Source: an optimization exercise on an open RTL-to-GDS flow (aim: small area). Production flows keep margins and buffers that such runs may drop.
Function was checked by simulation only, so behaviour that the tests miss may differ from the original.

Setup of v39:
// matx_top
module matx_top (
  input  logic         clk,
  input  logic         reset_n,
  input  matx_pkg::stream_byte_t byte_in,
  output matx_pkg::stream_byte_t char_out,
  output logic         busy
);
==> module matx_top, before the edit <==
module matx_top (
  input  logic         clk,
  input  logic         reset_n,
  input  matx_pkg::stream_byte_t byte_in,
  output matx_pkg::stream_byte_t char_out,
  output logic         busy
);
  localparam logic [1:0] S_SCAN = 2'd0;
  localparam logic [1:0] S_SKIP = 2'd1;
  localparam logic [1:0] S_LOAD = 2'd2;
  localparam logic [1:0] S_BUSY = 2'd3;
  localparam logic [63:0] TAG = "MATX_TAG";
  logic [1:0] state;
  logic [5:0] cnt;
  logic [1:0] vi;      
  logic [1:0] vj;      
  wire       valid = byte_in.valid;
  wire [7:0] data  = byte_in.data;
  wire st_scan = (state == S_SCAN);
  wire st_load = (state == S_LOAD);
  wire st_busy = (state == S_BUSY);
  wire [7:0] tag_ch   = TAG[8*(7-cnt[2:0]) +: 8];
  wire       tag_hit  = (data == tag_ch);
  wire       tag_m    = (data == TAG[63:56]);
  wire       line_end = !data[6] && !data[5];
  wire       accept   = st_load && valid && !line_end;
  logic [3:0] nib;
  always_comb begin
    if (!data[6])
      nib = data[3:0];
    else
      case (data[2:0])
        3'd1:    nib = 4'hA;
        3'd2:    nib = 4'hB;
        3'd3:    nib = 4'hC;
        3'd4:    nib = 4'hD;
        3'd5:    nib = 4'hE;
        default: nib = 4'hF;
      endcase
  end
  wire       comp     = st_busy && !cnt[5];
  wire [1:0] kk       = cnt[1:0];
  wire [2:0] bb       = ~cnt[4:2];
  wire       row_end  = (vj == 2'b10);
  wire       ph_top   = cnt[5] && (cnt[4:0] == 5'd0);
  wire       ph_dig   = cnt[5] && !cnt[4] && (cnt[1:0] == 2'd2);
  wire       ph_sfx   = cnt[5] && cnt[4];
  wire       slot_end = ph_sfx && (cnt[1:0] == 2'd3);
  wire       a_long   = st_busy && row_end && ph_sfx;
  logic [127:0] a_r;
  wire a_hi_ld  = accept && !cnt[5] && !cnt[0];
  wire a_lo_ld  = accept && !cnt[5] &&  cnt[0];
  wire a_all    = a_hi_ld || a_long;
  wire a_grp0   = a_all || comp;
  wire [7:0] a_in3 = comp ? a_r[7:0] : a_r[39:32];
  always_ff @(posedge clk) begin
    if (a_grp0) a_r[31:0] <= {a_in3, a_r[31:8]};
    if (a_all)  a_r[119:32] <= a_r[127:40];
    if (a_all)  a_r[127:124] <= nib;
    if (a_all || a_lo_ld) a_r[123:120] <= nib;
  end
  logic [31:0] b_r [4];
  wire b_long = st_busy && ph_sfx;
  genvar gc;
  generate
    for (gc = 0; gc < 4; gc++) begin : g_bcol
      wire sel   = cnt[5] && (cnt[2:1] == 2'(gc));
      wire shift = (accept && sel && !cnt[0]) || b_long || ((gc == 0) && comp);
      wire lo    = accept && sel && cnt[0];
      wire [7:0] b_nx = (gc == 0 && comp) ? b_r[0][7:0] : b_r[(gc + 1) % 4][7:0];
      wire [7:0] b_in = st_load ? {nib, nib} : b_nx;
      always_ff @(posedge clk) begin
        if (shift) b_r[gc][23:0] <= b_r[gc][31:8];
        if (shift) b_r[gc][31:28] <= b_in[7:4];
        if (shift || lo) b_r[gc][27:24] <= b_in[3:0];
      end
    end
  endgenerate
  logic [17:0] acc;
  wire         a_bit  = comp && a_r[bb];
  wire [7:0]   b_head = b_r[0][7:0];
  wire [7:0]   addend = a_bit ? b_head : 8'd0;
  wire         shl    = !comp || (kk == 2'd0);
  wire [17:0]  acc_s  = shl ? {acc[16:0], 1'b0} : acc;
  logic [17:0] sum;
  logic [18:0] cy;
  always_comb begin
    cy[0] = 1'b0;
    for (int i = 0; i < 18; i++) begin
      logic ad;
      ad = (i < 8) ? addend[i] : 1'b0;
      sum[i]  = acc_s[i] ^ ad ^ cy[i];
      cy[i+1] = (acc_s[i] & ad) | (acc_s[i] & cy[i]) | (ad & cy[i]);
    end
  end
  always_ff @(posedge clk) begin
    acc <= sum;
  end
  wire [3:0] dnib   = ph_top ? {2'b00, acc[17:16]} : acc[17:14];
  logic [7:0] hex_ch;
  always_comb begin
    case (dnib)
      4'hA:    hex_ch = "A";
      4'hB:    hex_ch = "B";
      4'hC:    hex_ch = "C";
      4'hD:    hex_ch = "D";
      4'hE:    hex_ch = "E";
      4'hF:    hex_ch = "F";
      default: hex_ch = {4'h3, dnib};
    endcase
  end
  logic [7:0] ch;
  always_comb begin
    if (cnt[5] && !cnt[4])
      ch = hex_ch;
    else if (cnt[5])
      case (cnt[1:0])
        2'd0:    ch = " ";
        2'd1:    ch = "]";
        2'd2:    ch = 8'h0D;
        default: ch = 8'h0A;
      endcase
    else if (cnt[0])
      ch = " ";
    else
      ch = (vj == 2'd0) ? "[" : ",";
  end
  assign char_out.valid = st_busy && ((!cnt[5] && (cnt[4:1] == 4'd0)) || ph_top || ph_dig || (ph_sfx && row_end));
  assign char_out.data  = ch;
  assign busy           = st_busy;
  always_ff @(posedge clk) begin
    if (!reset_n) begin
      state <= S_SCAN;
      cnt   <= 6'd0;
    end else begin
      case (state)
        S_SCAN: if (valid) begin
          if (tag_hit) begin
            if (cnt[2:0] == 3'd7) begin
              state <= S_SKIP;
              cnt   <= 6'd0;
            end else begin
              cnt <= cnt + 6'd1;
            end
          end else begin
            cnt <= {5'd0, tag_m};
          end
        end
        S_SKIP: state <= S_LOAD;
        S_LOAD: if (accept) begin
          cnt <= cnt + 6'd1;
          if (cnt == 6'd63) state <= S_BUSY;
        end
        default: begin
          if (slot_end) begin
            cnt <= 6'd0;
            if (vi == 2'b10 && row_end) state <= S_SCAN;
          end else begin
            cnt <= cnt + 6'd1;
          end
        end
      endcase
    end
  end
  always_ff @(posedge clk) begin
    if (!st_busy) begin
      vi <= 2'd0;
      vj <= 2'd0;
    end else if (slot_end) begin
      vj <= {vj[0], !vj[1]};
      if (row_end) vi <= {vi[0], !vi[1]};
    end
  end
endmodule
Settings: LEC_CHECK=0, CAP_MARGIN=20, CORE_MARGIN=2, CORE_UTILIZATION=40, PLACE_DENSITY=0.6, SLEW_MARGIN=20; clock period 12.0 ns.
standard.sh (not shown) runs the stock make flow with config.mk's settings and CLKGATE_MAP_FILE= SYNTH_SCRIPT=/design/flow/synth_recipe.tcl, a recipe that flattens the netlist after the stock synthesis.
==> flow/flow/run.sh <==
#!/bin/bash
# The standard layout (standard.sh: the ORFS flow, unchanged synthesis,
# floorplan, power grid and routing), with two layout choices changed:
#  - the input and output ports get the smallest buffer, sky130_fd_sc_hd__buf_1
#  - clock tree synthesis clusters up to 30 sinks under one clkbuf_16 and
#    inserts no dummy loads
# make's full output goes to flow.log; ORFS keeps each step's log under orfs/logs.
set -euo pipefail
export BUFFER_PORTS_ARGS="-buffer_cell sky130_fd_sc_hd__buf_1"
export CTS_ARGS="-sink_clustering_enable -repair_clock_nets -sink_clustering_size 30 -sink_clustering_max_diameter 100 -buf_list sky130_fd_sc_hd__clkbuf_16 -dont_use_dummy_load"
bash standard.sh > flow.log 2>&1
Input changes introduced in v11 (baseline for comparison: v39):
diff --git a/flow/design.v b/flow/design.v
--- a/flow/design.v
+++ b/flow/design.v
@@ -20,24 +20,20 @@
   input  logic         reset_n,
   input  matx_pkg::stream_byte_t byte_in,
   output matx_pkg::stream_byte_t char_out,
   output logic         busy
 );
-  localparam logic [1:0] S_SCAN = 2'd0;
-  localparam logic [1:0] S_SKIP = 2'd1;
-  localparam logic [1:0] S_LOAD = 2'd2;
-  localparam logic [1:0] S_BUSY = 2'd3;
   localparam logic [63:0] TAG = "MATX_TAG";
   logic [1:0] state;
   logic [5:0] cnt;
   logic [1:0] vi;      
   logic [1:0] vj;      
   wire       valid = byte_in.valid;
   wire [7:0] data  = byte_in.data;
-  wire st_scan = (state == S_SCAN);
-  wire st_load = (state == S_LOAD);
-  wire st_busy = (state == S_BUSY);
+  wire st_load = state[0];
+  wire st_busy = state[1];
+  wire st_scan = !state[0] && !state[1];
   wire [7:0] tag_ch   = TAG[8*(7-cnt[2:0]) +: 8];
   wire       tag_hit  = (data == tag_ch);
   wire       tag_m    = (data == TAG[63:56]);
   wire       line_end = !data[6] && !data[5];
   wire       accept   = st_load && valid && !line_end;
@@ -143,42 +139,28 @@
       ch = (vj == 2'd0) ? "[" : ",";
   end
   assign char_out.valid = st_busy && ((!cnt[5] && (cnt[4:1] == 4'd0)) || ph_top || ph_dig || (ph_sfx && row_end));
   assign char_out.data  = ch;
   assign busy           = st_busy;
+  wire tag_step = st_scan && valid && !cnt[3];
+  wire cnt_clr  = (st_busy && slot_end) || (st_scan && (cnt[3] || (valid && !tag_hit)));
+  wire cnt_inc  = st_busy || accept || (tag_step && tag_hit);
   always_ff @(posedge clk) begin
     if (!reset_n) begin
-      state <= S_SCAN;
+      state <= 2'b00;
       cnt   <= 6'd0;
     end else begin
-      case (state)
-        S_SCAN: if (valid) begin
-          if (tag_hit) begin
-            if (cnt[2:0] == 3'd7) begin
-              state <= S_SKIP;
-              cnt   <= 6'd0;
-            end else begin
-              cnt <= cnt + 6'd1;
-            end
-          end else begin
-            cnt <= {5'd0, tag_m};
-          end
-        end
-        S_SKIP: state <= S_LOAD;
-        S_LOAD: if (accept) begin
-          cnt <= cnt + 6'd1;
-          if (cnt == 6'd63) state <= S_BUSY;
-        end
-        default: begin
-          if (slot_end) begin
-            cnt <= 6'd0;
-            if (vi == 2'b10 && row_end) state <= S_SCAN;
-          end else begin
-            cnt <= cnt + 6'd1;
-          end
-        end
-      endcase
+      if (cnt_clr)
+        cnt <= {5'd0, tag_step && tag_m};
+      else if (cnt_inc)
+        cnt <= cnt + 6'd1;
+      if (st_scan && cnt[3])
+        state <= 2'b01;
+      else if (accept && cnt == 6'd63)
+        state <= 2'b10;
+      else if (st_busy && slot_end && vi == 2'b10 && row_end)
+        state <= 2'b00;
     end
   end
   always_ff @(posedge clk) begin
     if (!st_busy) begin
       vi <= 2'd0;
--- outcome ---
In the metrics for v11 and v39, the one carrying the higher minimum hold slack is v11. The die of v11 is smaller than the one used in v39. v11 against v39: wire length of the first global-routing pass has increased; synthesis-to-finish area growth has increased; mean number of vias per cell has increased. Fill cell total of the finished layout: v11 vs v39 up 7. Total non-filler cell area in the finished layout (v11 over v39): decrease, about 0.6%.

## port drivers added, routing unchanged
The results above use ideal ports. As a check the final layouts listed here were re-extracted and re-timed, cells and wires unchanged.
Step 1 (the two cells are an assumption about what drives the block):
set clk [get_ports {clk}]
set_driving_cell -lib_cell sky130_fd_sc_hd__clkbuf_16 $clk
set_driving_cell -lib_cell sky130_fd_sc_hd__buf_2 [delete_from_list [all_inputs] $clk]
Step 2, shift: input delay + t, output delay - t, t = (earliest + latest rising clock arrival at the registers) / 2. This alone moves slack from input paths to output paths.
Slacks: no drivers / after step 1 / after step 2; pairs: no drivers / after step 1.
run | t (ns) | setup WS [ns] | worst setup path after step 2 | clock arrival spread, ns
v39 | 0.510 | 5.276 / 5.276 / 5.276 | register to register | 0.064 / 0.064
v11 | 0.509 | 6.146 / 6.146 / 6.146 | register to register | 0.026 / 0.026
After both steps setup and hold are still met in every run listed.
